From an optimization exercise on the open Yosys and OpenROAD flow, aimed at small area, a short achievable clock period and few clock cycles per item; shortcuts taken in it are not production practice.
In this exercise RTL edits were held to simulation tests only and were not proved equivalent to the original.
No activity file was given, so power comes from the tool's default toggle rates.

**design/flow/config.mk**
```make
export PLATFORM = sky130hd
export DESIGN_NAME = ems_mapper_top
export DESIGN_NICKNAME = ems_mapper_top
export VERILOG_FILES = /design/flow/design.v
export SDC_FILE = /design/flow/constraint.sdc
export NUM_CORES = 4
export LEC_CHECK = 0
export ABC_AREA = 1
export CAP_MARGIN = 20
export CORE_MARGIN = 2
export CORE_UTILIZATION = 40
export CTS_CLUSTER_DIAMETER = 80
export CTS_CLUSTER_SIZE = 30
export SETUP_SLACK_MARGIN = 2.2
export SLEW_MARGIN = 20
```
**design/flow/constraint.sdc**
```tcl
create_clock -name core_clock -period 5.0 [get_ports {clock}]
set_input_delay 1.0000 -clock core_clock [delete_from_list [all_inputs] [get_ports {clock}]]
set_output_delay 1.0000 -clock core_clock [all_outputs]
set_load 0.01 [all_outputs]
```
**design/flow/design.v**
```verilog
package epfmm_pkg;
   localparam int unsigned MAP_PAGES  = 512;
   localparam int unsigned MAP_AW     = 9;
   localparam int unsigned PAGE_SHIFT = 11;
   localparam int unsigned CODE_W     = 3;
   localparam logic [MAP_AW-1:0] CONV_PAGES = 9'd320;
   localparam int unsigned FILL_FIRST = 320;
   localparam int unsigned FILL_PAGES = 160;
   localparam logic [CODE_W-1:0] RG_UNUSED  = 3'd0;
   localparam logic [CODE_W-1:0] RG_RAM     = 3'd1;
   localparam logic [CODE_W-1:0] RG_BOOTROM = 3'd2;
   localparam logic [CODE_W-1:0] RG_SDCARD  = 3'd3;
   localparam logic [CODE_W-1:0] RG_EMS     = 3'd4;
   localparam logic [1:0] MODE_IO_RD   = 2'd0;
   localparam logic [1:0] MODE_IO_WR   = 2'd1;
   localparam logic [1:0] MODE_LOOKUP  = 2'd2;
   localparam logic [1:0] MODE_REBUILD = 2'd3;
   localparam logic [3:0] OFS_EMS_LO   = 4'd10;
   localparam logic [3:0] OFS_EMS_HI   = 4'd11;
   localparam logic [3:0] OFS_EMS_FILL = 4'd12;
   localparam logic [3:0] OFS_UMB_LO   = 4'd13;
   localparam logic [3:0] OFS_UMB_HI   = 4'd14;
   localparam logic [3:0] OFS_UMB_FILL = 4'd15;
   localparam logic [7:0] CSR_NO_CONV   = 8'd0;
   localparam logic [7:0] CSR_NO_BOOT   = 8'd1;
   localparam logic [7:0] CSR_BOOT_ADDR = 8'd2;
   localparam logic [7:0] CSR_BOOT_SIZE = 8'd3;
   localparam logic [19:0] BOOT_ADDR_RST = 20'hF0000;
   localparam logic [20:0] BOOT_SIZE_RST = 21'h08000;
   localparam logic [15:0] FP_RST        = 16'hFFFF;
   localparam logic [MAP_AW-1:0] BLD_FIRST_RST = BOOT_ADDR_RST[19:11];
   localparam logic [10:0] BLD_LAST_RST =
      11'((22'(BOOT_ADDR_RST) + 22'(BOOT_SIZE_RST)) >> PAGE_SHIFT);
   localparam logic [18:0] SEG_LOW       = 19'h0A000;
   localparam logic [18:0] SEG_HIGH      = 19'h0F000;
   localparam logic [7:0]  BYTE_NONE     = 8'hFF;
   typedef struct packed {
      logic [1:0]  mode;
      logic [15:0] io_port;
      logic [7:0]  write_data;
      logic [19:0] mem_address;
   } req_type;
   typedef struct packed {
      logic [7:0]        read_data;
      logic [CODE_W-1:0] region;
      logic              ems_hit;
      logic [29:0]       ems_address;
   } rsp_type;
endpackage
module epfmm_page_ram (
   input  logic       clock,
   input  logic       clear,         
   input  logic       fill_go,       
   input  logic       clear_pend,    
   input  logic       fill_pend,     
   input  logic       fill_ems,
   input  logic [8:0] fill_s,        
   input  logic [8:0] fill_e,        
   input  logic [4:0] rd_lane,
   output logic [4:0] rd_ovr,        
   output logic [4:0] rd_ems
);
   localparam int unsigned FIRST = epfmm_pkg::FILL_FIRST;
   localparam int unsigned N     = epfmm_pkg::FILL_PAGES;
   localparam int unsigned W     = 32;
   localparam int unsigned G0    = FIRST / W;
   localparam int unsigned NG    = N / W;
   logic [N-1:0] ovr_ff, ems_ff;
   function automatic logic lt5(input logic [4:0] a, input logic [4:0] b);
      logic [4:0] g, e;
      g = ~a & b;
      e = ~(a ^ b);
      for (int k = 0; k < 3; k++) begin
         for (int i = 4; i >= 0; i--) begin
            if (i >= (1 << k)) begin
               g[i] = g[i] | (e[i] & g[i - (1 << k)]);
               e[i] = e[i] & e[i - (1 << k)];
            end
         end
      end
      lt5 = g[4];
   endfunction
   logic [NG-1:0] g_first, g_last, g_full;
   logic [NG-1:0] w_first, w_last, w_full;
   logic [W-1:0]  l_first, l_lt;
   logic          same;
   logic [N-1:0]  we;
   always_comb begin
      same = (fill_s[8:5] == fill_e[8:5]);
      for (int g = 0; g < NG; g++) begin
         g_first[g] = (4'(G0 + g) == fill_s[8:5]);
         g_last[g]  = !same && (4'(G0 + g) == fill_e[8:5]);
         g_full[g]  = (4'(G0 + g) > fill_s[8:5]) && (4'(G0 + g) < fill_e[8:5]);
         w_first[g] = fill_go && g_first[g];
         w_last[g]  = fill_go && g_last[g];
         w_full[g]  = fill_go && g_full[g];
      end
      for (int l = 0; l < W; l++) begin
         l_lt[l]    = (5'(l) < fill_e[4:0]);
         l_first[l] = (5'(l) >= fill_s[4:0]) && (l_lt[l] || !same);
      end
      for (int i = 0; i < N; i++) begin
         we[i] = w_full[i/W] || (w_first[i/W] && l_first[i%W]) ||
                 (w_last[i/W] && l_lt[i%W]);
      end
   end
   always_ff @(posedge clock) begin
      for (int i = 0; i < N; i++) begin
         if (clear) begin
            ovr_ff[i] <= 1'b0;
         end else if (we[i]) begin
            ovr_ff[i] <= 1'b1;
         end
         if (we[i]) begin
            ems_ff[i] <= fill_ems;
         end
      end
   end
   logic          r_lt, r_first;
   logic [NG-1:0] r_we;
   assign r_lt    = lt5(rd_lane, fill_e[4:0]);
   assign r_first = !lt5(rd_lane, fill_s[4:0]) && (r_lt || !same);
   always_comb begin
      for (int g = 0; g < NG; g++) begin
         r_we[g]   = fill_pend && (g_full[g] || (g_first[g] && r_first) ||
                                   (g_last[g] && r_lt));
         rd_ovr[g] = !clear_pend && (r_we[g] || ovr_ff[g*W + 32'(rd_lane)]);
         rd_ems[g] = r_we[g] ? fill_ems : ems_ff[g*W + 32'(rd_lane)];
      end
   end
endmodule
module ems_page_frame_memory_mapper_unit #(
   parameter int unsigned PORT_BASE = 608    
) (
   input  logic               clock,
   input  logic               reset,
   input  logic               req_valid,
   output logic               req_ready,
   input  epfmm_pkg::req_type req_data,
   output logic               rsp_valid,
   input  logic               rsp_ready,
   output epfmm_pkg::rsp_type rsp_data,
   input  logic               csr_valid,
   output logic               csr_ready,
   input  logic [7:0]         csr_index,
   input  logic [31:0]        csr_wdata
);
   localparam logic [15:0] PORT_BASE_W = 16'(PORT_BASE);
   localparam int unsigned NG = epfmm_pkg::FILL_PAGES / 32;
   function automatic logic lt9(input logic [8:0] a, input logic [8:0] b);
      logic [8:0] g, e;
      g = ~a & b;
      e = ~(a ^ b);
      for (int k = 0; k < 4; k++) begin
         for (int i = 8; i >= 0; i--) begin
            if (i >= (1 << k)) begin
               g[i] = g[i] | (e[i] & g[i - (1 << k)]);
               e[i] = e[i] & e[i - (1 << k)];
            end
         end
      end
      lt9 = g[8];
   endfunction
   function automatic logic [11:0] add12(input logic [11:0] a, input logic [11:0] b);
      logic [11:0] p, g, gg, pp;
      p  = a ^ b;
      g  = a & b;
      gg = g;
      pp = p;
      for (int k = 0; k < 4; k++) begin
         for (int i = 11; i >= 0; i--) begin
            if (i >= (1 << k)) begin
               gg[i] = gg[i] | (pp[i] & gg[i - (1 << k)]);
               pp[i] = pp[i] & pp[i - (1 << k)];
            end
         end
      end
      add12 = p ^ {gg[10:0], 1'b0};
   endfunction
   logic [15:0] fp_ff [4];
   logic [15:0] ems_seg_ff;
   logic [15:0] umb_seg_ff;
   logic        ncm_ff, nbr_ff;
   logic [19:0] boot_addr_ff;
   logic [20:0] boot_size_ff;
   logic [21:0] boot_end;
   logic        bld_ncm_ff, bld_nbr_ff;
   logic [8:0]  bld_first_ff;
   logic [8:0]  bld_last_ff;     
   logic        bld_big_ff;      
   logic          e_valid;
   logic          e_lk;        
   logic          e_rd;        
   logic          e_rd_fp;     
   logic          e_rd_map;    
   logic          e_wfp;       
   logic          e_fill;      
   logic          e_rb;        
   logic          e_hit;       
   logic [1:0]    e_frame;     
   logic [2:0]    e_ofs;
   logic [7:0]    e_wd;
   logic [19:0]   e_addr;      
   logic [1:0]    e_scode;     
   logic [NG-1:0] e_govr, e_gems;    
   logic        o_valid;
   epfmm_pkg::rsp_type o_data, res;
   logic        hold, req_fire;
   assign csr_ready = 1'b1;
   assign hold      = o_valid && !rsp_ready;
   assign req_ready = !hold;
   assign req_fire  = req_valid && !hold;
   assign rsp_valid = o_valid;
   assign rsp_data  = o_data;
   logic [1:0]  a_mode;
   logic        a_pv;
   logic [3:0]  a_ofs;
   logic [7:0]  a_wd;
   logic [19:0] a_addr;
   logic        a_wr;
   assign a_mode = req_data.mode;
   assign a_pv   = (req_data.io_port[15:4] == PORT_BASE_W[15:4]);
   assign a_ofs  = req_data.io_port[3:0];
   assign a_wd   = req_data.write_data;
   assign a_addr = req_data.mem_address;
   assign a_wr   = (a_mode == epfmm_pkg::MODE_IO_WR) && a_pv;
   always_ff @(posedge clock) begin
      if (reset) begin
         ems_seg_ff <= '0;
         umb_seg_ff <= '0;
      end else if (req_fire) begin
         if (a_mode == epfmm_pkg::MODE_REBUILD) begin
            ems_seg_ff <= '0;
            umb_seg_ff <= '0;
         end else if (a_wr) begin
            unique case (a_ofs)
               epfmm_pkg::OFS_EMS_LO: ems_seg_ff[7:0]  <= a_wd;
               epfmm_pkg::OFS_EMS_HI: ems_seg_ff[15:8] <= a_wd;
               epfmm_pkg::OFS_UMB_LO: umb_seg_ff[7:0]  <= a_wd;
               epfmm_pkg::OFS_UMB_HI: umb_seg_ff[15:8] <= a_wd;
               default: ;
            endcase
         end
      end
   end
   logic [8:0]  a_sp;
   logic [6:0]  a_sr;
   logic [10:0] a_cnt;
   logic [11:0] a_e;
   logic        a_ok;
   assign a_sp  = a_ofs[0] ? umb_seg_ff[15:7] : ems_seg_ff[15:7];
   assign a_sr  = a_ofs[0] ? umb_seg_ff[6:0]  : ems_seg_ff[6:0];
   assign a_cnt = a_ofs[0] ? {3'd0, a_wd} : {a_wd, 3'd0};
   assign a_e   = add12({3'd0, a_sp}, {1'b0, a_cnt});
   assign a_ok  = a_sp[8] && (a_sp[7] || a_sp[6]) && (a_e[11:9] == 3'd0) &&
                  ((a_e[8:5] != 4'hF) || ((a_e[4:0] == 5'd0) && (a_sr == 7'd0)));
   logic [5:0] a_fa, a_fb;
   logic [4:0] a_fb_p1;
   logic       a_lo_lt, a_hit;
   assign a_fa    = a_addr[19:14];
   assign a_fb    = ems_seg_ff[15:10];
   assign a_fb_p1 = 5'(a_fb[5:2]) + 5'd1;
   assign a_lo_lt = (a_fa[1:0] < a_fb[1:0]);
   assign a_hit = (ems_seg_ff[9:0] == 10'd0) &&
                  (((a_fa[5:2] == a_fb[5:2]) && !a_lo_lt) ||
                   (({1'b0, a_fa[5:2]} == a_fb_p1) && a_lo_lt));
   logic [8:0]    a_page;
   logic [1:0]    a_scode;
   logic [NG-1:0] a_govr, a_gems;
   logic          a_ge_first, a_lt_last, a_eq_last;
   assign a_page = a_mode[1] ? a_addr[19:11] : umb_seg_ff[15:7];
   assign a_ge_first = !lt9(a_page, bld_first_ff);
   assign a_lt_last  = bld_big_ff || lt9(a_page, bld_last_ff);
   assign a_eq_last  = !bld_big_ff && (a_page == bld_last_ff);
   always_comb begin
      if (!bld_nbr_ff && a_ge_first && a_lt_last) begin
         a_scode = 2'(epfmm_pkg::RG_BOOTROM);
      end else if (!bld_nbr_ff && a_eq_last) begin
         a_scode = 2'(epfmm_pkg::RG_SDCARD);
      end else if (!bld_ncm_ff && !(a_page[8] && (a_page[7] || a_page[6]))) begin
         a_scode = 2'(epfmm_pkg::RG_RAM);
      end else begin
         a_scode = 2'(epfmm_pkg::RG_UNUSED);
      end
   end
   always_ff @(posedge clock) begin
      if (reset) begin
         e_valid <= 1'b0;
      end else if (!hold) begin
         e_valid <= req_valid;
      end
   end
   always_ff @(posedge clock) begin
      if (!hold) begin
         e_lk     <= (a_mode == epfmm_pkg::MODE_LOOKUP);
         e_rd     <= (a_mode == epfmm_pkg::MODE_IO_RD);
         e_rd_fp  <= (a_mode == epfmm_pkg::MODE_IO_RD) && a_pv && !a_ofs[3];
         e_rd_map <= (a_mode == epfmm_pkg::MODE_IO_RD) && a_pv &&
                     (a_ofs == epfmm_pkg::OFS_UMB_FILL);
         e_wfp    <= a_wr && !a_ofs[3];
         e_fill   <= a_wr && a_ok && ((a_ofs == epfmm_pkg::OFS_EMS_FILL) ||
                                      (a_ofs == epfmm_pkg::OFS_UMB_FILL));
         e_rb     <= (a_mode == epfmm_pkg::MODE_REBUILD);
         e_hit    <= a_hit;
         e_frame  <= a_fa[1:0] - a_fb[1:0];
         e_ofs    <= a_ofs[2:0];
         e_wd     <= a_wd;
         e_addr   <= a_mode[1] ? a_addr : {a_sp, 2'd0, a_e[8:0]};
         e_scode  <= a_scode;
         e_govr   <= a_govr;
         e_gems   <= a_gems;
      end
   end
   assign boot_end = 22'(boot_addr_ff) + 22'(boot_size_ff);
   always_ff @(posedge clock) begin
      if (reset) begin
         bld_ncm_ff   <= 1'b0;
         bld_nbr_ff   <= 1'b0;
         bld_first_ff <= epfmm_pkg::BLD_FIRST_RST;
         bld_last_ff  <= epfmm_pkg::BLD_LAST_RST[8:0];
         bld_big_ff   <= (epfmm_pkg::BLD_LAST_RST[10:9] != 2'd0);
      end else if (req_fire && (a_mode == epfmm_pkg::MODE_REBUILD)) begin
         bld_ncm_ff   <= ncm_ff;
         bld_nbr_ff   <= nbr_ff;
         bld_first_ff <= boot_addr_ff[19:11];
         bld_last_ff  <= boot_end[19:11];
         bld_big_ff   <= (boot_end[21:20] != 2'd0);
      end
   end
   logic       x_fill, x_rb;
   assign x_fill = e_valid && e_fill;
   assign x_rb   = e_valid && e_rb;
   epfmm_page_ram u_page_ram (
      .clock      (clock),
      .clear      (reset || (x_rb && !hold)),
      .fill_go    (x_fill && !hold),
      .clear_pend (x_rb),
      .fill_pend  (x_fill),
      .fill_ems   (!e_ofs[0]),
      .fill_s     (e_addr[19:11]),
      .fill_e     (e_addr[8:0]),
      .rd_lane    (a_page[4:0]),
      .rd_ovr     (a_govr),
      .rd_ems     (a_gems)
   );
   logic [8:0]  page;
   logic        ovr, ems;
   logic [2:0]  code;
   logic [15:0] fp_sel;
   assign page = e_addr[19:11];
   always_comb begin
      ovr = 1'b0;
      ems = 1'b0;
      for (int g = 0; g < NG; g++) begin
         if (page[8:5] == 4'(epfmm_pkg::FILL_FIRST / 32 + g)) begin
            ovr = e_govr[g];
            ems = e_gems[g];
         end
      end
   end
   assign code = ovr ? (ems ? epfmm_pkg::RG_EMS : epfmm_pkg::RG_RAM) : {1'b0, e_scode};
   assign fp_sel = fp_ff[e_ofs[2:1]];
   always_comb begin
      res = '0;
      if (e_rd) begin
         if (e_rd_fp) begin
            res.read_data = e_ofs[0] ? fp_sel[15:8] : fp_sel[7:0];
         end else if (e_rd_map) begin
            res.read_data = 8'(code);
         end else begin
            res.read_data = epfmm_pkg::BYTE_NONE;
         end
      end
      if (e_lk) begin
         res.region  = code;
         res.ems_hit = e_hit;
         if (e_hit) begin
            res.ems_address = {fp_ff[e_frame], e_addr[13:0]};
         end
      end
   end
   always_ff @(posedge clock) begin
      if (reset) begin
         for (int s = 0; s < 4; s++) begin
            fp_ff[s] <= epfmm_pkg::FP_RST;
         end
      end else if (e_valid && !hold) begin
         if (e_rb) begin
            for (int s = 0; s < 4; s++) begin
               fp_ff[s] <= epfmm_pkg::FP_RST;
            end
         end else if (e_wfp) begin
            if (e_ofs[0]) begin
               fp_ff[e_ofs[2:1]][15:8] <= e_wd;
            end else begin
               fp_ff[e_ofs[2:1]][7:0] <= e_wd;
            end
         end
      end
   end
   always_ff @(posedge clock) begin
      if (reset) begin
         o_valid <= 1'b0;
      end else if (!hold) begin
         o_valid <= e_valid;
      end
   end
   always_ff @(posedge clock) begin
      if (!hold) begin
         o_data <= res;
      end
   end
   always_ff @(posedge clock) begin
      if (reset) begin
         ncm_ff       <= 1'b0;
         nbr_ff       <= 1'b0;
         boot_addr_ff <= epfmm_pkg::BOOT_ADDR_RST;
         boot_size_ff <= epfmm_pkg::BOOT_SIZE_RST;
      end else if (csr_valid && csr_ready) begin
         case (csr_index)
            epfmm_pkg::CSR_NO_CONV:   ncm_ff       <= csr_wdata[0];
            epfmm_pkg::CSR_NO_BOOT:   nbr_ff       <= csr_wdata[0];
            epfmm_pkg::CSR_BOOT_ADDR: boot_addr_ff <= csr_wdata[19:0];
            epfmm_pkg::CSR_BOOT_SIZE: boot_size_ff <= csr_wdata[20:0];
            default: ;
         endcase
      end
   end
endmodule
module ems_mapper_top (
   input  logic        clock,
   input  logic        reset,
   input  logic        req_valid,
   output logic        req_ready,
   input  logic [1:0]  req_mode,
   input  logic [15:0] req_io_port,
   input  logic [7:0]  req_write_data,
   input  logic [19:0] req_mem_address,
   output logic        rsp_valid,
   input  logic        rsp_ready,
   output logic [7:0]  rsp_read_data,
   output logic [2:0]  rsp_region,
   output logic        rsp_ems_hit,
   output logic [29:0] rsp_ems_address,
   input  logic        csr_valid,
   output logic        csr_ready,
   input  logic [7:0]  csr_index,
   input  logic [31:0] csr_wdata
);
   epfmm_pkg::req_type req_data;
   epfmm_pkg::rsp_type rsp_data;
   assign req_data.mode        = req_mode;
   assign req_data.io_port     = req_io_port;
   assign req_data.write_data  = req_write_data;
   assign req_data.mem_address = req_mem_address;
   assign rsp_read_data   = rsp_data.read_data;
   assign rsp_region      = rsp_data.region;
   assign rsp_ems_hit     = rsp_data.ems_hit;
   assign rsp_ems_address = rsp_data.ems_address;
   ems_page_frame_memory_mapper_unit #(.PORT_BASE(608)) u_unit (
      .clock     (clock),
      .reset     (reset),
      .req_valid (req_valid),
      .req_ready (req_ready),
      .req_data  (req_data),
      .rsp_valid (rsp_valid),
      .rsp_ready (rsp_ready),
      .rsp_data  (rsp_data),
      .csr_valid (csr_valid),
      .csr_ready (csr_ready),
      .csr_index (csr_index),
      .csr_wdata (csr_wdata)
   );
endmodule
```
**design/flow/run.sh**
```bash
#!/bin/bash
# synth_recipe.tcl (not shown) runs the flow's synth.tcl, then flattens the netlist and writes it again
# the make line also repeats each setting of config.mk as NAME=value (left out here)
make -C /OpenROAD-flow-scripts/flow DESIGN_CONFIG=/design/flow/config.mk WORK_HOME=/design/flow/orfs CLKGATE_MAP_FILE= SYNTH_SCRIPT=/design/flow/synth_recipe.tcl finish
```
==> run notes, run 1 <==
Routing
The routed length per placed instance is around 20 µm. The starting DRC count in detailed routing is 2928. The number of nets with antenna violations after detailed routing is 0.

In the routed design, unresolved DRC markers number 0. The detailed router placed around 26000 vias in this run. Using the TritonRoute via totals, the vias-per-cell ratio works out to 5.40.

The detailed-routing iteration count for the pre-antenna-repair pass is 6. The routed design has 95900 µm of wire.

Logic synthesis
The post-synthesis cell area is about 0.030 mm². The library cell with the highest instance count after synthesis is nand2_1. The average instance area after synthesis is ~8.0 µm².

The synthesized design contains slightly below 600 register bits. The count of flip-flops with a built-in enable after synthesis is roughly 320. The leading area contributor after synthesis is edfxtp_1. Counting instances in the post-synthesis netlist gives the leading cell types as nand2_1 (768), nor2_1 (529), nand3_1 (437).

Yosys mapped the design onto 52 distinct sky130hd cell types. During synthesis, Yosys emitted a total of 2 warnings. The top flip-flop cell by instance count after synthesis is edfxtp_1.

The number of cells produced by synthesis is ~3800. In the synthesized netlist the async set-or-reset flop fraction comes to 0%. Yosys attributes the largest share of cell area to edfxtp_1 (32%), dfxtp_1 (17%), nand2_1 (9.5%). Of the synthesized area, sequential elements account for between 40% and 50%.

The portion of synthesized cell area occupied by the leading cell type is 31.7%. The net count of the mapped netlist is 3925.

Die
The I/O pin total is between 100 and 150. The count of standard-cell rows is 100. The die is between 200 and 300 µm wide.

The die covers 0.0777 mm². For this configuration, the core starts out at a cell density of 40.5%. The overall die height is between 200 and 300 µm. After floorplanning, the core was sized to cover ~0.075 mm².

Global route
Global routing consumed, over all layers together, about a quarter of the routing resources. The total congestion overflow after global routing is 0. The number of global-route vias before repair is between 20000 and 25000.

The number of antenna violations at the first check in global routing is 0. The pin count of the biggest net entering global routing is between 100 and 150. The first global-routing pass estimated 145000 µm of wire.

Timing
The final number of setup-violating endpoints is 0. At the pin with the least slew margin, the transition time is ~0.95 ns. The worst slew margin relative to its limit is roughly 37%. The clock period could shrink to ~2.8 ns. Of the available clock period, the critical path in the final layout requires between 50% and 60%.

The setup TNS is 0 ns. Clock skew on the completed layout was measured at 0.0350 ns. Setup slack on the critical path of the routed design comes to between 2 and 2.5 ns. The final number of hold-violating endpoints is 0. Setup repair after global routing could not meet its margin everywhere. The count of pins over their slew limit is 0. The maximum clock rate is ~360 MHz.

Power
The net switching fraction of the power is ~30%. The total net switching power is slightly below 0.003 W. VDD sags by at most between 0.2 and 0.3 mV.

The share of total power dissipated in combinational logic is 14.1%. Dividing total power by cell area gives a power density of approximately 290 mW/mm². Cell internal power was estimated by the tool at 0.00713 W.

The share of total power dissipated in sequential elements is about half. The cell leakage power is roughly 14 nW. The clock network accounts for around a third of the total power.

Placement
Before CTS, the worst setup slack after placement is 1.14 ns. Once placement completed, the tool counted placed cells totaling roughly 4700. The count of buffers added on input and output ports is roughly 120. Detailed placement finished with a half-perimeter wire length of approximately 62000 µm. The placer congestion estimate is 0.950. Summing all placed instances gives a cell area of approximately 0.032 mm².

Worst setup path
The delay of the slowest critical-path stage is around 0.6 ns. The setup slack of the most critical reg-to-reg path is 2.28 ns. The critical path data arrival time is ~3.1 ns. The critical setup path kind is primary input to register. The cell depth of the worst flop-to-flop path is 6.

The cell at the slowest stage of the critical path is clkdlybuf4s50_1. The worst register-to-register path ends at u_unit.u_page_ram.ems_ff[12]$_DFFE_PP_. Along the worst path, the maximum fanout reaches 4.

The most used cell along the critical path is nand2_1. The nature of the critical path startpoint is a primary input. STA classifies the critical path endpoint as a register. The end of the critical path is u_unit.e_fill$_DFFE_PN_. The worst flop-to-flop path startpoint is u_unit.e_addr[0]$_DFFE_PN_. The most critical setup path has its startpoint at req_write_data[1]. Walking the worst path, the cells encountered are clkdlybuf4s50_1 > inv_1 > o21ai_0 > ha_1 > a21o_1 > a21boi_0 > nand2_1 > nand2_1 > nand2_1 > nor2_1 > nand3_1 > nand3_1 > nor2_1. The data required time of the critical path is ~5.4 ns.

Cells and area
For this run, the number of standard cells in the final layout without fillers is about 4800. The repair_antennas step left the layout with diodes totalling 0. After routing the design area is ~0.035 mm². Counting the fill cells in the layout gives 7342. The layout overhead on the synthesized area is 14.3%. The net count reported at finish is ~4000. In the final layout, the share of cells above drive strength 1 is a little under a tenth.

Clock network
The clock sink count is a little under 600. The number of levels in the clock H-tree is 2. The clock-pin slew on the worst setup and hold paths is roughly 0.1 ns. Counting the buffers created by CTS gives 36. TritonCTS built the clock tree. The tree is rooted in a clkbuf_16. The clock network latency to the later pin of the worst-skew pair is roughly 0.6 ns. Counting along the longest clock path gives a buffer depth of 3.

Worst hold path
The worst hold path begins at u_unit.ems_seg_ff[5]$_SDFFE_PP0P_. The path category of the worst min-delay check is register to register.

Flow run
Across the run, the number of max-cap violations was 0.

Status
The flow ran to the end and the layout has no timing, DRC or antenna violations.
[final cells by class]
type	count	area, µm²	share of cell area, %
flip-flops and latches	579	14800	42.8
multi-input cells	2551	13200	38.4
repair buffers	211	2220	6.42
inverters	446	1740	5.05
well taps	969	1210	3.51
clock buffers	41	982	2.85
clock inverters	23	299	0.867
repair inverters	3	23.8	0.0689
[registers in the layout (all words and copies together) (netlist names), 2 cells and up, named ones only]
signal / flops
u_unit.umb_seg_ff: 16
u_unit.boot_size_ff: 21
u_unit.ems_seg_ff: 16
u_unit.e_frame: 2
u_unit.e_govr: 5
u_unit.boot_addr_ff: 20
u_unit.bld_first_ff: 9
u_unit.e_ofs: 3
u_unit.e_wd: 8
u_unit.e_gems: 5
u_unit.bld_last_ff: 9
u_unit.e_addr: 20
u_unit.o_data: 42
u_unit.fp_ff: 64
u_unit.u_page_ram.ems_ff: 160
u_unit.u_page_ram.ovr_ff: 160
u_unit.e_scode: 2
[cells by family (layout without fill, tap and decap cells)]
family | after synthesis | count (layout) | share of synthesized area (%)
AO/OA/AOI/OAI | 606 | 606 | 12.9
adder cells (fa/ha/maj) | 57 | 57 | 2.41
buffers and inverters | 648 | 724 | 8.60
XOR/XNOR | 12 | 12 | 0.348
AND/OR/NAND/NOR | 1874 | 1875 | 26.7
other | 1 | 1 | 0.0124
flip-flops | 579 | 579 | 49.0
[cell usage in the layout, fill, tap and decap left out, types with 63 or more instances in the layout]
| cell type | Yosys | routed |
|---|---|---|
| nand2_1 | 768 | 748 |
| nor2_1 | 529 | 520 |
| nand3_1 | 437 | 425 |
| inv_1 | 419 | 395 |
| edfxtp_1 | 319 | 319 |
| dfxtp_1 | 260 | 260 |
| o21ai_0 | 205 | 181 |
| a21oi_1 | 171 | 156 |
| clkdlybuf4s50_1 | 0 | 114 |
| o211ai_1 | 105 | 105 |
| nand3b_1 | 75 | 75 |
| buf_4 | 14 | 63 |
[timing repair]
action | CTS | global route
endpoints found under the hold margin | 0 | 0
resized for setup | 50 | 51
cloned | 3 | 6
setup endpoints to repair | 270 | 250
pin swaps | 7 | 11
buffers inserted | 21 | 10
hold buffers | 0 | 0
[power by group through the flow]
stage	logic, W	registers [W]	clock network (W)
after CTS	0.00136	0.00519	0.00352
after floorplan	0.000845	0.00528	0
after global routing	0.00154	0.00520	0.00366
after detailed placement	0.00132	0.00530	0
final	0.00142	0.00519	0.00346
after global placement	0.00131	0.00530	0
[routing by layer]
layer | vias up | global-route usage [%] | part of all wire (%)
li1 | 12700 | - | -
met1 | 12200 | 33.2 | 44
met2 | 990 | 37.8 | 45
met3 | 185 | 3.72 | 8.1
met4 | 0 | 9.00 | 3.5
met5 | - | 0 | 0
[metrics by stage]
stage               hold WS [ns]  power [W]  utilization [%]
floorplan                  0.429    0.00613                -
finish                     0.460     0.0101             46.3
global placement           0.443    0.00661             43.5
detailed placement         0.449    0.00662             43.5
CTS                        0.464     0.0101             45.8
global route               0.477     0.0104             46.3
[worst max-delay path: cells and delay by family]
family | cells | cell delay (ns)
buf+inv | 2 | 0.68
compound gates | 3 | 0.64
simple gates | 7 | 0.50
fa+ha+maj | 1 | 0.32
[how the worst min path moves through the flow]
stage,endpoint,depth (start not counted),slack (ns)
after global routing,u_unit.umb_seg_ff[0]$_SDFFE_PP0P_,2,0.48
after detailed placement,u_unit.umb_seg_ff[4]$_SDFFE_PP0P_,2,0.45
final,u_unit.ems_seg_ff[5]$_SDFFE_PP0P_,2,0.46
after floorplan,u_unit.umb_seg_ff[4]$_SDFFE_PP0P_,2,0.43
after global placement,u_unit.umb_seg_ff[1]$_SDFFE_PP0P_,2,0.44
after CTS,u_unit.umb_seg_ff[4]$_SDFFE_PP0P_,2,0.46
Testbench counts, summed over its fixed seeds: cycles 7,101, items 7,085.
==> run 2: changes to the inputs <==
--- a/design/flow/config.mk
+++ b/design/flow/config.mk
@@ -6,5 +6,4 @@
 export NUM_CORES = 4
 export LEC_CHECK = 0
-export ABC_AREA = 1
 export CAP_MARGIN = 20
 export CORE_MARGIN = 2
@@ -14,2 +13,3 @@
 export SETUP_SLACK_MARGIN = 2.2
 export SLEW_MARGIN = 20
+export TNS_END_PERCENT = 20
==> run 2 against run 1 <==
Critical path depth down 4. Setup slack lost 0.18 ns. Clock-buffer cell count fell by 8. First-iteration DRC count decreased by 20%. Synthesized cell count shrank 32%. Final cell count down 25%. Critical path type unchanged. Critical endpoint is now u_unit.e_govr[2]$_DFFE_PN_.
==> run notes, run 2 <==
Logic synthesis
The count of flip-flops with a built-in enable after synthesis was 319 (unchanged). The share of async-settable or async-resettable flops after synthesis is 0% (unchanged). Top post-synthesis cells by area: edfxtp_1 (34%), dfxtp_1 (19%), nand2_1 (5.6%) (was edfxtp_1 (32%), dfxtp_1 (17%), nand2_1 (9.5%)). The synthesized-area fraction occupied by ao, oa, aoi and oai cells is 17.0% (was 12.9%). The main combinational cell family by area after synthesis is compound AO/OA/AOI/OAI gates (was simple AND/OR/NAND/NOR gates). The post-synthesis cell area is 0.0279 mm² (was 0.0302 mm²). The leading area contributor after synthesis is edfxtp_1 (unchanged). The share of synthesized cell area in and, or, nand and nor gates was 15.4% (was 26.7%). The share of the synthesized netlist area taken by xor and xnor gates is 0.721% (was 0.348%). The average instance area after synthesis is 10.8 µm² (was 7.99 µm²).

The net count of the mapped netlist is 2724 (was 3925). The multiplexer share of the synthesized area is 7.88% (was 0%). The number of cells produced by synthesis is 2576 (was 3777).

Most used standard cells in the synthesized netlist: nand2_1 (413), edfxtp_1 (319), dfxtp_1 (260) (was nand2_1 (768), nor2_1 (529), nand3_1 (437)). The portion of synthesized cell area occupied by the leading cell type is 34.3% (was 31.7%). The adder and majority cell fraction of the synthesized area is 2.61% (was 2.41%). The top flip-flop cell by instance count after synthesis was edfxtp_1 (unchanged). The distinct cell type count after synthesis came to 86 (was 52).

The count of yosys warnings during synthesis is 2 (unchanged). The library cell with the highest instance count after synthesis is nand2_1 (unchanged). The share of synthesized area occupied by flip-flops and latches is 52.9% (was 49.0%).

The total of flip-flops plus latches after synthesis is 579 (unchanged).

Worst setup path
The cell at the slowest stage of the critical path is mux4_2 (was clkdlybuf4s50_1). The nature of the critical path startpoint is a primary input (unchanged). The data required time of the critical path was 5.37 ns (was 5.36 ns).

The maximum fanout encountered on the critical timing path was 6 (was 4). Worst-path cell chain: clkdlybuf4s15_1 > mux2_4 > inv_16 > buf_4 > mux4_2 > nor3_1 > nor4_2 > o21ai_1 > a41oi_1 (was clkdlybuf4s50_1 > inv_1 > o21ai_0 > ha_1 > a21o_1 > a21boi_0 > nand2_1 > nand2_1 > nand2_1 > nor2_1 > nand3_1 > nand3_1 > nor2_1). The delay of the slowest critical-path stage is 0.51 ns (was 0.60 ns). The critical setup path kind is primary input to register (unchanged). The sort of element at the end of the critical path is a register (unchanged). The critical path data arrival time was 3.34 ns (was 3.14 ns).

Die
The standard cell core area is 0.0688 mm² (was 0.0746 mm²). The count of standard-cell rows is 96 (was 100). The die outline area is 0.0720 mm² (was 0.0777 mm²). The horizontal die dimension came to 268 µm (was 279 µm). The initial core utilization is 40.6% (was 40.5%). The I/O pin total is 136 (unchanged). The overall die height is 268 µm (was 279 µm).

Clock network
The clock network latency to the later pin of the worst-skew pair was 0.66 ns (was 0.60 ns). The CTS tree is yes (unchanged). The number of levels in the clock H-tree is 1 (was 2). The CTS buffer count is 31 (was 36).

The clock-pin slew on the worst setup and hold paths is 0.11 ns (was 0.10 ns). The buffer cell driving the clock tree root is clkbuf_16 (unchanged). The clock sink count was 579 (unchanged). The deepest clock path buffer count is 3 (unchanged).

Routing
The routed length per placed instance is 24.9 µm (was 19.9 µm). The final routed DRC violation total was 0 (unchanged). The detailed-route via count is 22100 (was 26000). The total detailed-routing wirelength came to 90000 µm (was 95900 µm). The detailed-routing iteration count for the pre-antenna-repair pass was 6 (unchanged). The starting DRC count in detailed routing is 2351 (was 2928). The average via count per standard cell is 6.12 (was 5.40). The number of nets with antenna violations after detailed routing is 0 (unchanged).

Power
The net switching fraction of the power was 28.2% (was 29.2%). The maximum ir drop on the vdd rail was 0.228 mV (was 0.296 mV). The areal power density over the cells is 296 mW/mm² (was 292 mW/mm²). The relative contribution of sequential cells to total power was 54.3% (was 51.5%). The proportion of power drawn by the clock network is 33.1% (was 34.3%). The internal power component is 0.00690 W (was 0.00713 W). The portion of total power attributed to combinational logic is 12.6% (was 14.1%). The cell leakage power is 11.2 nW (was 13.7 nW). The total net switching power came to 0.00271 W (was 0.00294 W).

Cells and area
Commonest non-fill, non-tap cells in the layout: nand2_1 (405), edfxtp_1 (319), dfxtp_1 (259) (was nand2_1 (748), nor2_1 (520), nand3_1 (425)). The most common cell after layout, fill and taps aside is nand2_1 (unchanged). Registers with the highest flip-flop counts: u_unit.u_page_ram.ems_ff: 160 flops, u_unit.u_page_ram.ovr_ff: 160 flops, u_unit.fp_ff: 64 flops (unchanged). The share of final-layout standard cells stronger than drive strength 1 came to 15.7% (was 9.57%).

The layout overhead on the synthesized area was 16.1% (was 14.3%). The filler cell count in the final layout is 6234 (was 7342). The net count reported at finish is 2798 (was 3976). The number of diodes came to 0 (unchanged).

Timing
The final number of hold-violating endpoints is 0 (unchanged). The worst clock skew on the final layout is 0.0212 ns (was 0.0350 ns). The worst slew margin relative to its limit was 26.5% (was 36.7%). RSZ-0062 raised after global routing: yes (unchanged).

The setup slack after layout is 2.03 ns (was 2.22 ns). The time the worst path needs with I/O delays and setup is 2.97 ns (was 2.78 ns). The final number of setup-violating endpoints is 0 (unchanged).

The setup TNS is 0 ns (unchanged). The count of pins over their slew limit is 0 (unchanged). The maximum clock rate is 337 MHz (was 359 MHz). The actual transition at the worst max-transition pin is 1.10 ns (was 0.950 ns). The final critical-path share of the clock period came to 59.4% (was 55.7%). The final hold slack was 0.465 ns (was 0.460 ns).

Global route
The first-pass GRT wire length was 134000 µm (was 145000 µm). The number of antenna violations at the first check in global routing is 1 (was 0). The pin count of the biggest net entering global routing came to 161 (was 101). The total congestion overflow after global routing came to 0 (unchanged). The overall global routing resource usage was 24.6% (was 24.0%).

The number of global-route vias before repair is 21400 (was 24400).

Flow run
The number of max-capacitance violations reported is 0 (unchanged).

Placement
The count of port buffers added during placement came to 123 (unchanged). The placer congestion estimate was 0.905 (was 0.950). The placed wire-length estimate after detailed placement is 57900 µm (was 62400 µm). The setup slack at placement came to 0.716 ns (was 1.14 ns).

Worst hold path
The path category of the worst min-delay check is register to register (unchanged).

Status
Run status: timing/DRC/antenna clean (unchanged).
run 2: area by class of cell:
class,count,area [µm²],share of cell area (%)
flip-flops and latches,579,14800,45.6
multi-input cells,1784,12700,39.2
repair buffers,225,2370,7.32
well taps,931,1160,3.59
clock buffers,33,783,2.42
clock inverters,25,367,1.13
inverters,23,165,0.509
repair inverters,6,75.1,0.232
run 2: worst max-delay path: cells and delay by family:
| family | cells | cell delay (ns) |
|---|---|---|
| AO/OA/AOI/OAI | 2 | 0.50 |
| buffers and inverters | 3 | 0.54 |
| multiplexers | 2 | 0.92 |
| AND/OR/NAND/NOR | 2 | 0.37 |
run 2: through the flow:
step | instance area, µm² | util, % | total power, W | instances
global placement | 30100 | 43.7 | 0.00636 | 3492
detailed placement | 30100 | 43.7 | 0.00638 | 3492
global route | 32400 | 47.1 | 0.00988 | 3606
finish | 32400 | 47.1 | 0.00961 | 3606
CTS | 32100 | 46.6 | 0.00960 | 3590
floorplan | 28200 | - | 0.00591 | 2576
run 2: repair_timing:
| item | in CTS | in global routing |
|---|---|---|
| pin swaps | 15 | 7 |
| resized for setup | 110 | 43 |
| cloned | 10 | 0 |
| endpoints found under the setup margin | 475 | 401 |
| hold buffers | 0 | 0 |
| setup buffers | 30 | 15 |
| endpoints found under the hold margin | 0 | 0 |
run 2: power groups by stage:
stage                     clock (W)  combinational (W)  sequential, W
final                       0.00318            0.00121        0.00521
after global routing        0.00339            0.00127        0.00522
after CTS                   0.00323            0.00115        0.00522
after detailed placement          0            0.00105        0.00533
after global placement            0            0.00104        0.00532
after floorplan                   0           0.000639        0.00527
run 2: layer usage:
| layer | part of all wire (%) | track usage [%] |
|---|---|---|
| met1 | 42 | 33.7 |
| met2 | 45 | 38.6 |
| met3 | 9.2 | 4.94 |
| met4 | 3.9 | 9.27 |
| met5 | 0.016 | 0 |
run 2: cells by family (layout without fill, tap and decap cells):
logic type               after synthesis  in the layout
AO/OA/AOI/OAI                        645            645
XOR/XNOR                              23             23
multiplexers                         142            142
AND/OR/NAND/NOR                      916            916
adder cells (fa/ha/maj)               57             57
other                                  1              1
buffers and inverters                213            312
flip-flops                           579            579
run 2: worst paths after layout:
path                                                      startpoint                                   endpoint  slack, ns  depth (start not counted)
worst max-delay path                             req_mem_address[13]                 u_unit.e_govr[2]$_DFFE_PN_       2.03                          9
worst max register to register           u_unit.e_addr[13]$_DFFE_PN_  u_unit.u_page_ram.ovr_ff[92]$_SDFFE_PP0P_       2.18                          5
worst min register to register  u_unit.boot_size_ff[14]$_SDFFE_PP0P_       u_unit.boot_size_ff[14]$_SDFFE_PP0P_       0.46                          2
worst min-delay path            u_unit.boot_size_ff[14]$_SDFFE_PP0P_       u_unit.boot_size_ff[14]$_SDFFE_PP0P_       0.46                          2
==> run 3: changes to the inputs <==
--- a/design/flow/config.mk
+++ b/design/flow/config.mk
@@ -11,5 +11,4 @@
 export CTS_CLUSTER_DIAMETER = 80
 export CTS_CLUSTER_SIZE = 30
-export SETUP_SLACK_MARGIN = 2.2
+export SETUP_SLACK_MARGIN = 2.3
 export SLEW_MARGIN = 20
-export TNS_END_PERCENT = 20
==> run 3 against run 2 <==
Sequential power hardly changed. Global-route usage is 0.35 points higher. Non-clock buffer count up 33. Critical endpoint is now u_unit.e_fill$_DFFE_PN_. Still clean. Synthesized cell count unchanged. Register-to-register slack about the same. Combinational power grew 7%. Largest cell class unchanged. Clock power fell by 2%. Die area is the same. First-iteration DRC count up 8.8%. Wire length increased by 1.3%. Area after synthesis unchanged.
==> run notes, run 3 <==
Global route
The number of global-route vias before repair is 21300 (was 21400). The total congestion overflow after global routing is 0 (unchanged). The overall global routing resource usage is 25.0% (was 24.6%). The first-pass GRT wire length was 136000 µm (was 134000 µm). The pin count of the biggest net entering global routing is 121 (was 161). The number of antenna violations at the first check in global routing is 1 (unchanged).

Logic synthesis
The count of yosys warnings during synthesis is 2 (unchanged). The share of synthesized cell area in and, or, nand and nor gates is 15.4% (unchanged). The top flip-flop cell by instance count after synthesis is edfxtp_1 (unchanged). The number of cells produced by synthesis is 2576 (unchanged). The post-synthesis cell area is 0.0279 mm² (unchanged). The portion of synthesized cell area occupied by the leading cell type is 34.3% (unchanged). The average instance area after synthesis is 10.8 µm² (unchanged). The share of async-settable or async-resettable flops after synthesis is 0% (unchanged). The leading area contributor after synthesis was edfxtp_1 (unchanged). The adder and majority cell fraction of the synthesized area is 2.61% (unchanged). The total of flip-flops plus latches after synthesis is 579 (unchanged).

The library cell with the highest instance count after synthesis is nand2_1 (unchanged). The count of flip-flops with a built-in enable after synthesis came to 319 (unchanged). The synthesized-area fraction occupied by ao, oa, aoi and oai cells is 17.0% (unchanged). The share of the synthesized netlist area taken by xor and xnor gates was 0.721% (unchanged). Most used standard cells in the synthesized netlist: nand2_1 (413), edfxtp_1 (319), dfxtp_1 (260) (unchanged). The main combinational cell family by area after synthesis was compound AO/OA/AOI/OAI gates (unchanged). The net count of the mapped netlist is 2724 (unchanged). The multiplexer share of the synthesized area is 7.88% (unchanged). The distinct cell type count after synthesis came to 86 (unchanged).

The share of synthesized area occupied by flip-flops and latches is 52.9% (unchanged). Top post-synthesis cells by area: edfxtp_1 (34%), dfxtp_1 (19%), nand2_1 (5.6%) (unchanged).

Routing
The routed length per placed instance is 25.1 µm (was 24.9 µm). The detailed-route via count was 22000 (was 22100). The total detailed-routing wirelength is 91200 µm (was 90000 µm). The final routed DRC violation total is 0 (unchanged). The detailed-routing iteration count for the pre-antenna-repair pass was 6 (unchanged). The number of nets with antenna violations after detailed routing was 0 (unchanged). The average via count per standard cell was 6.05 (was 6.12). The starting DRC count in detailed routing came to 2559 (was 2351).

Worst setup path
The sort of element at the end of the critical path is a register (unchanged). The critical setup path kind is primary input to register (unchanged). The worst reg2reg path endpoint is u_unit.e_gems[0]$_DFFE_PN_ (was u_unit.u_page_ram.ovr_ff[92]$_SDFFE_PP0P_). The nature of the critical path startpoint is a primary input (unchanged). The worst flop-to-flop path startpoint was u_unit.e_addr[12]$_DFFE_PN_ (was u_unit.e_addr[13]$_DFFE_PN_). The data required time of the critical path is 5.48 ns (was 5.37 ns). The cell depth of the worst flop-to-flop path is 8 (was 5). The critical path data arrival time is 3.38 ns (was 3.34 ns). The setup slack of the most critical reg-to-reg path is 2.19 ns (was 2.18 ns). The maximum fanout encountered on the critical timing path came to 6 (unchanged).

Die
The overall die height is 268 µm (unchanged). The I/O pin total is 136 (unchanged). The die outline area came to 0.0720 mm² (unchanged). The initial core utilization is 40.6% (unchanged). The standard cell core area came to 0.0688 mm² (unchanged). The horizontal die dimension came to 268 µm (unchanged).

The count of standard-cell rows was 96 (unchanged).

Placement
The placed wire-length estimate after detailed placement is 59500 µm (was 57900 µm). The placer congestion estimate is 0.903 (was 0.905). The total cell area at the placement stage is 0.0304 mm² (was 0.0301 mm²). The count of port buffers added during placement is 123 (unchanged).

Timing
The actual transition at the worst max-transition pin is 0.965 ns (was 1.10 ns). The worst clock skew on the final layout was 0.0264 ns (was 0.0212 ns). RSZ-0062 raised after global routing: yes (unchanged). The time the worst path needs with I/O delays and setup is 2.90 ns (was 2.97 ns). The final number of hold-violating endpoints came to 0 (unchanged).

The count of pins over their slew limit is 0 (unchanged). The setup TNS is 0 ns (unchanged). The maximum clock rate is 345 MHz (was 337 MHz). The final number of setup-violating endpoints is 0 (unchanged). The final critical-path share of the clock period is 58.0% (was 59.4%).

The worst slew margin relative to its limit was 35.6% (was 26.5%).

Worst hold path
The cell depth of the worst min-delay path is 2 (unchanged). The path category of the worst min-delay check is register to register (unchanged). The terminating pin of the worst hold path was u_unit.bld_ncm_ff$_SDFFE_PP0P_ (was u_unit.boot_size_ff[14]$_SDFFE_PP0P_).

The hold path startpoint is u_unit.ncm_ff$_SDFFE_PP0P_ (was u_unit.boot_size_ff[14]$_SDFFE_PP0P_).

Cells and area
The layout overhead on the synthesized area is 18.3% (was 16.1%). The net count reported at finish came to 2830 (was 2798). The share of final-layout standard cells stronger than drive strength 1 is 18.8% (was 15.7%).

The final core area utilization is 48.0% (was 47.1%). The number of diodes is 0 (unchanged). The final design instance area without fill is 0.0330 mm² (was 0.0324 mm²). Commonest non-fill, non-tap cells in the layout: nand2_1 (404), edfxtp_1 (319), dfxtp_1 (257) (was nand2_1 (405), edfxtp_1 (319), dfxtp_1 (259)). Registers with the highest flip-flop counts: u_unit.u_page_ram.ems_ff: 160 flops, u_unit.u_page_ram.ovr_ff: 160 flops, u_unit.fp_ff: 64 flops (unchanged). The most common cell after layout, fill and taps aside is nand2_1 (unchanged).

Power
The maximum ir drop on the vdd rail is 0.255 mV (was 0.228 mV). The areal power density over the cells was 291 mW/mm² (was 296 mW/mm²). The total chip power came to 0.00963 W (was 0.00961 W). The cell leakage power is 11.4 nW (was 11.2 nW).

Clock network
The buffer cell driving the clock tree root is clkbuf_16 (unchanged). The CTS tree is yes (unchanged). The clock-pin slew on the worst setup and hold paths was 0.10 ns (was 0.11 ns). The clock sink count is 579 (unchanged). The hold buffer count at cts is 0 (unchanged).

The CTS buffer count is 31 (unchanged). The clock network latency to the later pin of the worst-skew pair is 0.66 ns (about the same). The number of levels in the clock H-tree is 1 (unchanged). The deepest clock path buffer count is 3 (unchanged).

Flow run
The number of max-capacitance violations reported came to 0 (unchanged).

Status
Run status: timing/DRC/antenna clean (unchanged).
==> run 3: layout make-up <==
cell class | instances | area, µm²
clock inverters | 26 | 335
inverters | 23 | 156
well taps | 931 | 1160
repair buffers | 258 | 2650
fillers | 6194 | 35800
clock buffers | 32 | 779
multi-input cells | 1785 | 13100
repair inverters | 4 | 57.6
flip-flops and latches | 579 | 14800
==> run 3: worst max path at each step <==
| stage | from | endpoint | slack, ns | depth (start not counted) |
|---|---|---|---|---|
| floorplan | req_io_port[0] | u_unit.e_fill$_DFFE_PN_ | 1.40 | 12 |
| global placement | rsp_ready | u_unit.u_page_ram.ovr_ff[8]$_SDFFE_PP0P_ | 0.61 | 9 |
| detailed placement | rsp_ready | u_unit.u_page_ram.ovr_ff[8]$_SDFFE_PP0P_ | 0.55 | 9 |
| CTS | req_io_port[0] | u_unit.e_fill$_DFFE_PN_ | 2.11 | 11 |
| global route | req_io_port[0] | u_unit.e_fill$_DFFE_PN_ | 2.02 | 11 |
| finish | req_io_port[0] | u_unit.e_fill$_DFFE_PN_ | 2.10 | 11 |
==> run 3: stage by stage <==
| stage | worst slack, ns | hold WS, ns | std cells |
|---|---|---|---|
| 2_1_floorplan | 1.40 | 0.431 | 2576 |
| 3_3_place_gp | 0.606 | 0.441 | 3500 |
| 3_5_place_dp | 0.553 | 0.448 | 3501 |
| 4_1_cts | 2.11 | 0.461 | 3607 |
| 5_1_grt | 2.02 | 0.483 | 3638 |
| 6_report | 2.10 | 0.459 | 3638 |
==> run 3: where the power goes <==
part | switching (W) | internal [W] | total, W
combinational | 0.000817 | 0.000475 | 0.00129
sequential | 0.000101 | 0.00511 | 0.00521
clock | 0.00182 | 0.00131 | 0.00313
total | 0.00274 | 0.00689 | 0.00963
==> run 3: cell families after synthesis <==
group                    count (synthesis)
multiplexers                           142
XOR/XNOR                                23
AO/OA/AOI/OAI                          645
AND/OR/NAND/NOR                        916
adder cells (fa/ha/maj)                 57
flip-flops                             579
other                                    1
buffers and inverters                  213
==> run 3: worst max-delay path, cell delays in order <==
cell and delay [ns]:
buf_12 0.11, mux2_4 0.31, ha_4 0.16, fa_2 0.36, a21oi_2 0.16, o211ai_1 0.12
or3_4 0.40, a31oi_4 0.22, mux2i_1 0.20, o21ai_1 0.10, a311oi_1 0.23
==> run 3: layer usage <==
metal  vias up  part of all wire (%)  track usage, %
li1       9847                     -               -
met1     10900                    42            34.4
met2      1096                    46            39.7
met3       158                   8.7            4.00
met4         0                   3.6            9.24
met5         -                     0               0
==> run 3: timing repair <==
item,in CTS,in global routing
resized for setup,142,68
cloned,8,0
setup buffers,40,30
pin swaps,20,21
endpoints found under the setup margin,532,189
==> run 4: changes to the inputs <==
--- a/design/flow/config.mk
+++ b/design/flow/config.mk
@@ -11,4 +11,4 @@
 export CTS_CLUSTER_DIAMETER = 80
 export CTS_CLUSTER_SIZE = 30
-export SETUP_SLACK_MARGIN = 2.3
+export SETUP_SLACK_MARGIN = 2.1
 export SLEW_MARGIN = 20
==> run 4 against run 3 <==
Hold slack got worse by 0.0022 ns. Setup slack worse by 0.072 ns. Final area is 1.7% lower. Synthesized cell count unchanged. Critical path depth is the same. Area after synthesis is the same. Clock power is 4% higher. Wire length decreased by 1.4%. Global-route usage decreased by 0.78 points. Register-to-register slack lost 0.11 ns. Die area is the same. Clock skew rose by 0.00073 ns. Largest power group unchanged.
==> run notes, run 4 <==
Logic synthesis
The post-synthesis cell area is 0.0279 mm² (unchanged). The multiplexer share of the synthesized area was 7.88% (unchanged). The average instance area after synthesis is 10.8 µm² (unchanged). The count of flip-flops with a built-in enable after synthesis is 319 (unchanged).

The share of synthesized cell area in and, or, nand and nor gates came to 15.4% (unchanged). The adder and majority cell fraction of the synthesized area is 2.61% (unchanged). Most used standard cells in the synthesized netlist: nand2_1 (413), edfxtp_1 (319), dfxtp_1 (260) (unchanged). The top flip-flop cell by instance count after synthesis is edfxtp_1 (unchanged). The number of cells produced by synthesis is 2576 (unchanged). The synthesized-area fraction occupied by ao, oa, aoi and oai cells is 17.0% (unchanged). The main combinational cell family by area after synthesis is compound AO/OA/AOI/OAI gates (unchanged). The total of flip-flops plus latches after synthesis came to 579 (unchanged). The leading area contributor after synthesis is edfxtp_1 (unchanged). The portion of synthesized cell area occupied by the leading cell type is 34.3% (unchanged).

The distinct cell type count after synthesis is 86 (unchanged). The share of synthesized area occupied by flip-flops and latches came to 52.9% (unchanged). The count of yosys warnings during synthesis came to 2 (unchanged).

The share of the synthesized netlist area taken by xor and xnor gates was 0.721% (unchanged). Top post-synthesis cells by area: edfxtp_1 (34%), dfxtp_1 (19%), nand2_1 (5.6%) (unchanged). The library cell with the highest instance count after synthesis was nand2_1 (unchanged). The net count of the mapped netlist is 2724 (unchanged). The share of async-settable or async-resettable flops after synthesis is 0% (unchanged).

Global route
The number of antenna violations at the first check in global routing came to 1 (unchanged). The number of global-route vias before repair is 20900 (was 21300). The overall global routing resource usage is 24.2% (was 25.0%). The first-pass GRT wire length is 133000 µm (was 136000 µm). The pin count of the biggest net entering global routing is 121 (unchanged).

The total congestion overflow after global routing came to 0 (unchanged).

Worst setup path
The setup slack of the most critical reg-to-reg path was 2.08 ns (was 2.19 ns). The worst reg2reg path endpoint is u_unit.u_page_ram.ovr_ff[94]$_SDFFE_PP0P_ (was u_unit.e_gems[0]$_DFFE_PN_). The critical setup path kind is primary input to register (unchanged). The critical path data arrival time is 3.44 ns (was 3.38 ns). The delay of the slowest critical-path stage was 0.36 ns (was 0.40 ns). Worst-path cell chain: clkdlybuf4s15_2 > and2_1 > ha_4 > fa_2 > a21oi_2 > o211ai_1 > or3_1 > a31oi_4 > xor2_1 > nor3_1 > a311oi_1 (was buf_12 > mux2_4 > ha_4 > fa_2 > a21oi_2 > o211ai_1 > or3_4 > a31oi_4 > mux2i_1 > o21ai_1 > a311oi_1). The sort of element at the end of the critical path is a register (unchanged).

The cell depth of the worst flop-to-flop path is 4 (was 8). The nature of the critical path startpoint is a primary input (unchanged). The worst flop-to-flop path startpoint is u_unit.e_addr[15]$_DFFE_PN_ (was u_unit.e_addr[12]$_DFFE_PN_).

The cell at the slowest stage of the critical path is fa_2 (was or3_4). The gate family responsible for the most delay along the worst path is compound AO/OA/AOI/OAI gates (unchanged). The number of buffer and inverter stages on the critical path is 1 (unchanged). The data required time of the critical path was 5.47 ns (was 5.48 ns).

The maximum fanout encountered on the critical timing path is 4 (was 6).

Flow run
The number of max-capacitance violations reported was 0 (unchanged).

Timing
The count of pins over their slew limit is 0 (unchanged). The worst slew margin relative to its limit is 25.0% (was 35.6%). RSZ-0062 raised after global routing: yes (unchanged). The time the worst path needs with I/O delays and setup is 2.97 ns (was 2.90 ns). The final number of hold-violating endpoints is 0 (unchanged).

The final critical-path share of the clock period is 59.5% (was 58.0%). The worst clock skew on the final layout was 0.0272 ns (was 0.0264 ns). The maximum clock rate is 336 MHz (was 345 MHz). The setup slack after layout is 2.03 ns (was 2.10 ns).

The actual transition at the worst max-transition pin was 1.12 ns (was 0.965 ns). The setup TNS is 0 ns (unchanged). The final number of setup-violating endpoints came to 0 (unchanged).

Die
The horizontal die dimension is 268 µm (unchanged). The initial core utilization came to 40.6% (unchanged). The I/O pin total is 136 (unchanged).

The count of standard-cell rows is 96 (unchanged). The die outline area is 0.0720 mm² (unchanged). The standard cell core area is 0.0688 mm² (unchanged). The overall die height is 268 µm (unchanged).

Cells and area
The most common cell after layout, fill and taps aside is nand2_1 (unchanged). The number of cells in the finished layout apart from fillers is 3617 (was 3638). Commonest non-fill, non-tap cells in the layout: nand2_1 (407), edfxtp_1 (319), dfxtp_1 (259) (was nand2_1 (404), edfxtp_1 (319), dfxtp_1 (257)). The filler cell count in the final layout is 6244 (was 6194). The share of final-layout standard cells stronger than drive strength 1 is 15.9% (was 18.8%). The layout overhead on the synthesized area is 16.3% (was 18.3%).

The net count reported at finish came to 2808 (was 2830). The area of combinational cells with multiple inputs was 0.0127 mm² (was 0.0131 mm²). The register area is 0.0148 mm² (about the same). Registers with the highest flip-flop counts: u_unit.u_page_ram.ems_ff: 160 flops, u_unit.u_page_ram.ovr_ff: 160 flops, u_unit.fp_ff: 64 flops (unchanged).

Power
The cell leakage power was 11.2 nW (was 11.4 nW). The relative contribution of sequential cells to total power is 53.9% (was 54.1%). The internal power component is 0.00698 W (was 0.00689 W).

The areal power density over the cells is 298 mW/mm² (was 291 mW/mm²). The total net switching power is 0.00269 W (was 0.00274 W). The maximum ir drop on the vdd rail is 0.273 mV (was 0.255 mV). The net switching fraction of the power is 27.8% (was 28.4%). The portion of total power attributed to combinational logic is 12.3% (was 13.4%). The proportion of power drawn by the clock network is 33.8% (was 32.5%).

Placement
The placer congestion estimate is 0.905 (was 0.903). The count of port buffers added during placement is 123 (unchanged). The setup slack at placement is 0.635 ns (was 0.553 ns).

The placed wire-length estimate after detailed placement was 59300 µm (was 59500 µm). The number of placed instances with taps included is 3491 (was 3501).

Worst hold path
The hold path startpoint was u_unit.nbr_ff$_SDFFE_PP0P_ (was u_unit.ncm_ff$_SDFFE_PP0P_). The cell depth of the worst min-delay path came to 2 (unchanged). The terminating pin of the worst hold path is u_unit.bld_nbr_ff$_SDFFE_PP0P_ (was u_unit.bld_ncm_ff$_SDFFE_PP0P_). The path category of the worst min-delay check is register to register (unchanged).

Routing
The starting DRC count in detailed routing came to 2821 (was 2559). The detailed-routing iteration count for the pre-antenna-repair pass is 7 (was 6). The average via count per standard cell is 6.07 (was 6.05). The number of nets with antenna violations after detailed routing is 0 (unchanged).

The routed length per placed instance came to 24.9 µm (was 25.1 µm). The final routed DRC violation total came to 0 (unchanged). The total detailed-routing wirelength is 89900 µm (was 91200 µm).

The detailed-route via count is 21900 (was 22000).

Clock network
The CTS tree is yes (unchanged). The buffer cell driving the clock tree root is clkbuf_16 (unchanged). The clock-pin slew on the worst setup and hold paths is 0.11 ns (was 0.10 ns). The number of levels in the clock H-tree is 1 (unchanged).

The clock network latency to the later pin of the worst-skew pair is 0.65 ns (was 0.66 ns). The deepest clock path buffer count is 3 (unchanged). The hold buffer count at cts was 0 (unchanged).

The clock sink count was 579 (unchanged). The CTS buffer count is 31 (unchanged).

Status
Run status: timing/DRC/antenna clean (unchanged).
==> run 4: tightest hold or removal path, cell delays in order (launching register included) <==
cell     delay (ns)
dfxtp_1        0.33
nand2_1        0.06
a21oi_1        0.05
==> run 4: metal layers <==
| layer | global-route usage [%] | up-vias | part of all wire (%) |
|---|---|---|---|
| li1 | - | 9780 | - |
| met1 | 33.2 | 10800 | 42 |
| met2 | 39.0 | 1118 | 46 |
| met3 | 3.90 | 201 | 8.7 |
| met4 | 8.08 | 0 | 3.8 |
| met5 | 0 | - | 0 |
==> run 4: what timing repair did <==
action / in CTS / in global routing
setup buffers: 34 / 22
gates cloned: 7 / 3
resized for setup: 101 / 37
pin swaps: 12 / 9
endpoints found under the setup margin: 438 / 170
==> run 4: layout make-up <==
cell class / count / area share (%)
timing repair buffer: 235 / 7.44
timing repair inverter: 5 / 0.189
clock buffer: 32 / 2.47
sequential: 579 / 45.5
antenna: 1 / 0.00770
inverter: 23 / 0.524
tap: 931 / 3.59
multi-input combinational: 1785 / 39.0
clock inverter: 26 / 1.23
==> run 4: cells by family after synthesis <==
kind of cell | after synthesis
buffers and inverters | 213
other | 1
xor gates and xnor gates | 23
DFF | 579
and+or+nand+nor | 916
AOI/OAI and AO/OA | 645
muxes | 142
adders and majority gates | 57
==> run 4: power by group through the flow <==
| stage | registers, W | logic (W) | clock network (W) |
|---|---|---|---|
| 2_1_floorplan | 0.00527 | 0.000644 | 0 |
| 3_3_place_gp | 0.00533 | 0.00102 | 0 |
| 3_5_place_dp | 0.00534 | 0.00103 | 0 |
| 4_1_cts | 0.00522 | 0.00111 | 0.00332 |
| 5_1_grt | 0.00523 | 0.00125 | 0.00348 |
| 6_report | 0.00521 | 0.00119 | 0.00327 |
==> run 4: metrics by stage <==
stage	hold WS, ns	total power [W]	util (%)	cell area [µm²]
floorplan	0.431	0.00591	-	28300
global placement	0.442	0.00635	43.8	30100
detailed placement	0.448	0.00636	43.8	30100
CTS	0.462	0.00965	46.6	32000
global route	0.479	0.00995	47.2	32500
finish	0.457	0.00968	47.2	32500
==> run 4: worst max-delay path by stage <==
stage                             start                    endpoint  slack, ns  cells past startpoint
global placement    req_mem_address[15]  u_unit.e_gems[3]$_DFFE_PN_       0.69                      8
detailed placement  req_mem_address[15]  u_unit.e_gems[3]$_DFFE_PN_       0.64                      8
global route          req_write_data[0]     u_unit.e_fill$_DFFE_PN_       1.93                     11
CTS                 req_mem_address[12]  u_unit.e_gems[3]$_DFFE_PN_       2.05                      9
finish                req_write_data[0]     u_unit.e_fill$_DFFE_PN_       2.03                     11
floorplan                req_io_port[0]     u_unit.e_fill$_DFFE_PN_       1.40                     12
==> run 5: changes to the inputs <==
==> design/flow/flow/run.sh (new file) <==
#!/bin/bash
# Layout flow: the standard flow (standard synthesis unchanged), with two
# placement/sizing settings changed after synthesis:
#  - the port buffers are buf_2 cells rather than the resizer's default pick
#    (a delay cell on this platform), so ports still get a buffer each;
#  - timing repair may swap a cell for one of another footprint (another
#    drive strength), not only for one of the same footprint.
# Each step's full output goes to a log file of its own in this folder.
set -euo pipefail
bash standard.sh synth > synth.log 2>&1
bash standard.sh MATCH_CELL_FOOTPRINT=0 \
   "BUFFER_PORTS_ARGS=-buffer_cell sky130_fd_sc_hd__buf_2" finish > layout.log 2>&1
==> design/flow/standard.sh (new file) <==
#!/bin/bash
# synth_recipe.tcl (not shown) runs the flow's synth.tcl, then flattens the netlist and writes it again
# the make line also repeats each setting of config.mk as NAME=value (left out here)
make -C /OpenROAD-flow-scripts/flow DESIGN_CONFIG=/design/flow/config.mk WORK_HOME=/design/flow/orfs CLKGATE_MAP_FILE= SYNTH_SCRIPT=/design/flow/synth_recipe.tcl "${@:-finish}"
--- a/design/flow/config.mk
+++ b/design/flow/config.mk
@@ -9,6 +9,4 @@
 export CORE_MARGIN = 2
 export CORE_UTILIZATION = 40
-export CTS_CLUSTER_DIAMETER = 80
-export CTS_CLUSTER_SIZE = 30
-export SETUP_SLACK_MARGIN = 2.1
+export SETUP_SLACK_MARGIN = 2.5
 export SLEW_MARGIN = 20
removed: design/flow/run.sh
==> run 5 against run 4 <==
Still clean on timing, DRC and antenna. Via count rose by 4.3%. Area after synthesis did not move. Non-clock buffer count rose by 45. Clock skew fell by 0.0037 ns. Power rose by 20%. Sequential cell count did not move. Register-to-register slack improved by 0.16 ns. Final area rose by 6.3%.
==> run notes, run 5 <==
Flow run
The number of max-capacitance violations reported is 0 (unchanged).

Status
Run status: timing/DRC/antenna clean (unchanged).

Timing
The final hold slack is 0.462 ns (was 0.457 ns). The final critical-path share of the clock period is 58.6% (was 59.5%).

Worst setup path
The cell depth of the worst flop-to-flop path is 10 (was 4). The cell at the slowest stage of the critical path is or3_4 (was fa_2). The critical path data arrival time was 3.37 ns (was 3.44 ns). The number of buffer and inverter stages on the critical path is 1 (unchanged). The nature of the critical path startpoint is a primary input (unchanged).

The delay of the slowest critical-path stage is 0.36 ns (about the same).

Die
The horizontal die dimension is 268 µm (unchanged). The I/O pin total is 136 (unchanged). The count of standard-cell rows is 96 (unchanged).

The overall die height is 268 µm (unchanged). The die outline area came to 0.0720 mm² (unchanged).

Clock network
The clock-pin slew on the worst setup and hold paths is 0.06 ns (was 0.11 ns). The clock sink count is 579 (unchanged).

Cells and area
The net count reported at finish is 2890 (was 2808).

Routing
The final routed DRC violation total was 0 (unchanged). The starting DRC count in detailed routing came to 2825 (was 2821). The routed length per placed instance is 25.4 µm (was 24.9 µm). The average via count per standard cell is 6.14 (was 6.07).

Logic synthesis
The distinct cell type count after synthesis came to 86 (unchanged). The net count of the mapped netlist is 2724 (unchanged). The count of yosys warnings during synthesis is 2 (unchanged). The number of cells produced by synthesis is 2576 (unchanged).

Placement
The count of port buffers added during placement came to 123 (unchanged). The number of placed instances with taps included is 3495 (was 3491). The total cell area at the placement stage came to 0.0300 mm² (was 0.0301 mm²). The placed wire-length estimate after detailed placement is 59500 µm (was 59300 µm). The placer congestion estimate is 0.916 (was 0.905).

Global route
The number of antenna violations at the first check in global routing is 3 (was 1).

Power
The areal power density over the cells is 335 mW/mm² (was 298 mW/mm²).

Worst hold path
The cell depth of the worst min-delay path is 2 (unchanged).
-- run 5: cell counts after synthesis --
No cell type changed its count.
-- run 5: cell families (layout without fill, tap and decap cells) --
| group | after synthesis | in the layout | synth area share (%) |
|---|---|---|---|
| fa+ha+maj | 57 | 57 | 2.61 |
| simple gates | 916 | 918 | 15.4 |
| buf+inv | 213 | 430 | 3.41 |
| flops | 579 | 579 | 52.9 |
| mux | 142 | 143 | 7.88 |
| other cells | 1 | 1 | 0.0134 |
| xor+xnor | 23 | 23 | 0.721 |
| compound gates | 645 | 645 | 17.0 |
-- run 5: area by class of cell --
| type | count | area [µm²] |
|---|---|---|
| Inverter | 23 | 189 |
| Multi-Input combinational cell | 1787 | 13700 |
| Clock inverter | 24 | 304 |
| Fill cell | 6063 | 34300 |
| Tap cell | 931 | 1160 |
| Clock buffer | 100 | 1960 |
| Timing Repair Buffer | 280 | 2410 |
| Sequential cell | 579 | 14800 |
| Timing Repair inverter | 3 | 38.8 |
-- run 5: worst max-delay path by stage --
stage,from,end,slack [ns],cells past startpoint
CTS,req_io_port[0],u_unit.e_fill$_DFFE_PN_,2.07,11
finish,req_io_port[0],u_unit.e_fill$_DFFE_PN_,2.07,11
global route,req_io_port[0],u_unit.e_fill$_DFFE_PN_,1.92,11
detailed placement,req_mode[1],u_unit.e_gems[0]$_DFFE_PN_,0.90,11
global placement,req_mode[1],u_unit.e_gems[3]$_DFFE_PN_,0.93,9
floorplan,req_io_port[0],u_unit.e_fill$_DFFE_PN_,1.43,12
-- run 5: power by group --
group | switching (W) | internal [W] | total, W
combinational | 0.000855 | 0.000460 | 0.00131
clock | 0.00201 | 0.00305 | 0.00506
sequential | 0.0000895 | 0.00512 | 0.00521
total | 0.00295 | 0.00862 | 0.0116
-- run 5: per-stage QoR --
stage	total power, W	utilization, %	worst slack (ns)
after CTS	0.0115	49.2	2.07
after global routing	0.0119	50.2	1.92
after global placement	0.00632	43.6	0.930
final	0.0116	50.2	2.07
after detailed placement	0.00634	43.6	0.896
after floorplan	0.00594	-	1.43
-- run 5: timing repair --
action                                  in CTS  in global routing
gates resized for setup                    179                 93
pin swaps                                   38                 38
hold buffers                                 0                  0
setup buffers                               70                 23
endpoints found under the setup margin     542                255
gates cloned                                11                  3
-- run 5: routing by layer --
layer	track usage [%]	up-vias	routed length, µm
li1	-	10000	-
met1	34.6	11300	38300
met2	40.4	1260	43000
met3	4.61	266	8640
met4	11.5	6	4460
met5	0	-	38
-- run 5: worst register-to-register path, delay by kind of cell (launching register included) --
kind	cells	cell delay [ns]
compound gates	5	0.85
fa+ha+maj	2	0.51
simple gates	1	0.36
flops	1	0.36
mux	2	0.52

[separate check: timing with driven ports]
How much do the figures lean on ideal ports? The routed layouts below were timed once more, with nothing changed but the port constraints.
Step 1 assumes that a clkbuf_16 drives the clock port and a buf_2 every other input.
Step 2 times the ports against the registers' clock, not the clock port: input delays grow and output delays shrink by t, the midpoint of the rising clock arrivals with the driver on.
Slacks: ideal / step 1 / step 2; pairs: ideal / step 1.
run	t, ns	slack for setup (ns)	worst setup path after step 2	worst slew at a driven data input, ns	cell pins on the clock port's net
run 1	0.643	2.215 / 2.248 / 1.605	input to register	0.06	1
run 2	0.710	2.030 / 2.036 / 1.326	input to register	0.13	1
run 3	0.721	2.099 / 2.077 / 1.356	input to register	0.10	1
run 4	0.699	2.027 / 2.062 / 1.363	input to register	0.07	1
run 5	0.665	2.069 / 2.047 / 1.382	input to register	0.21	1
After both steps setup and hold are still met in every run listed. The setup slack of run 3, which loses most, moves by -0.022 ns with the drivers and by -0.743 ns with both steps.
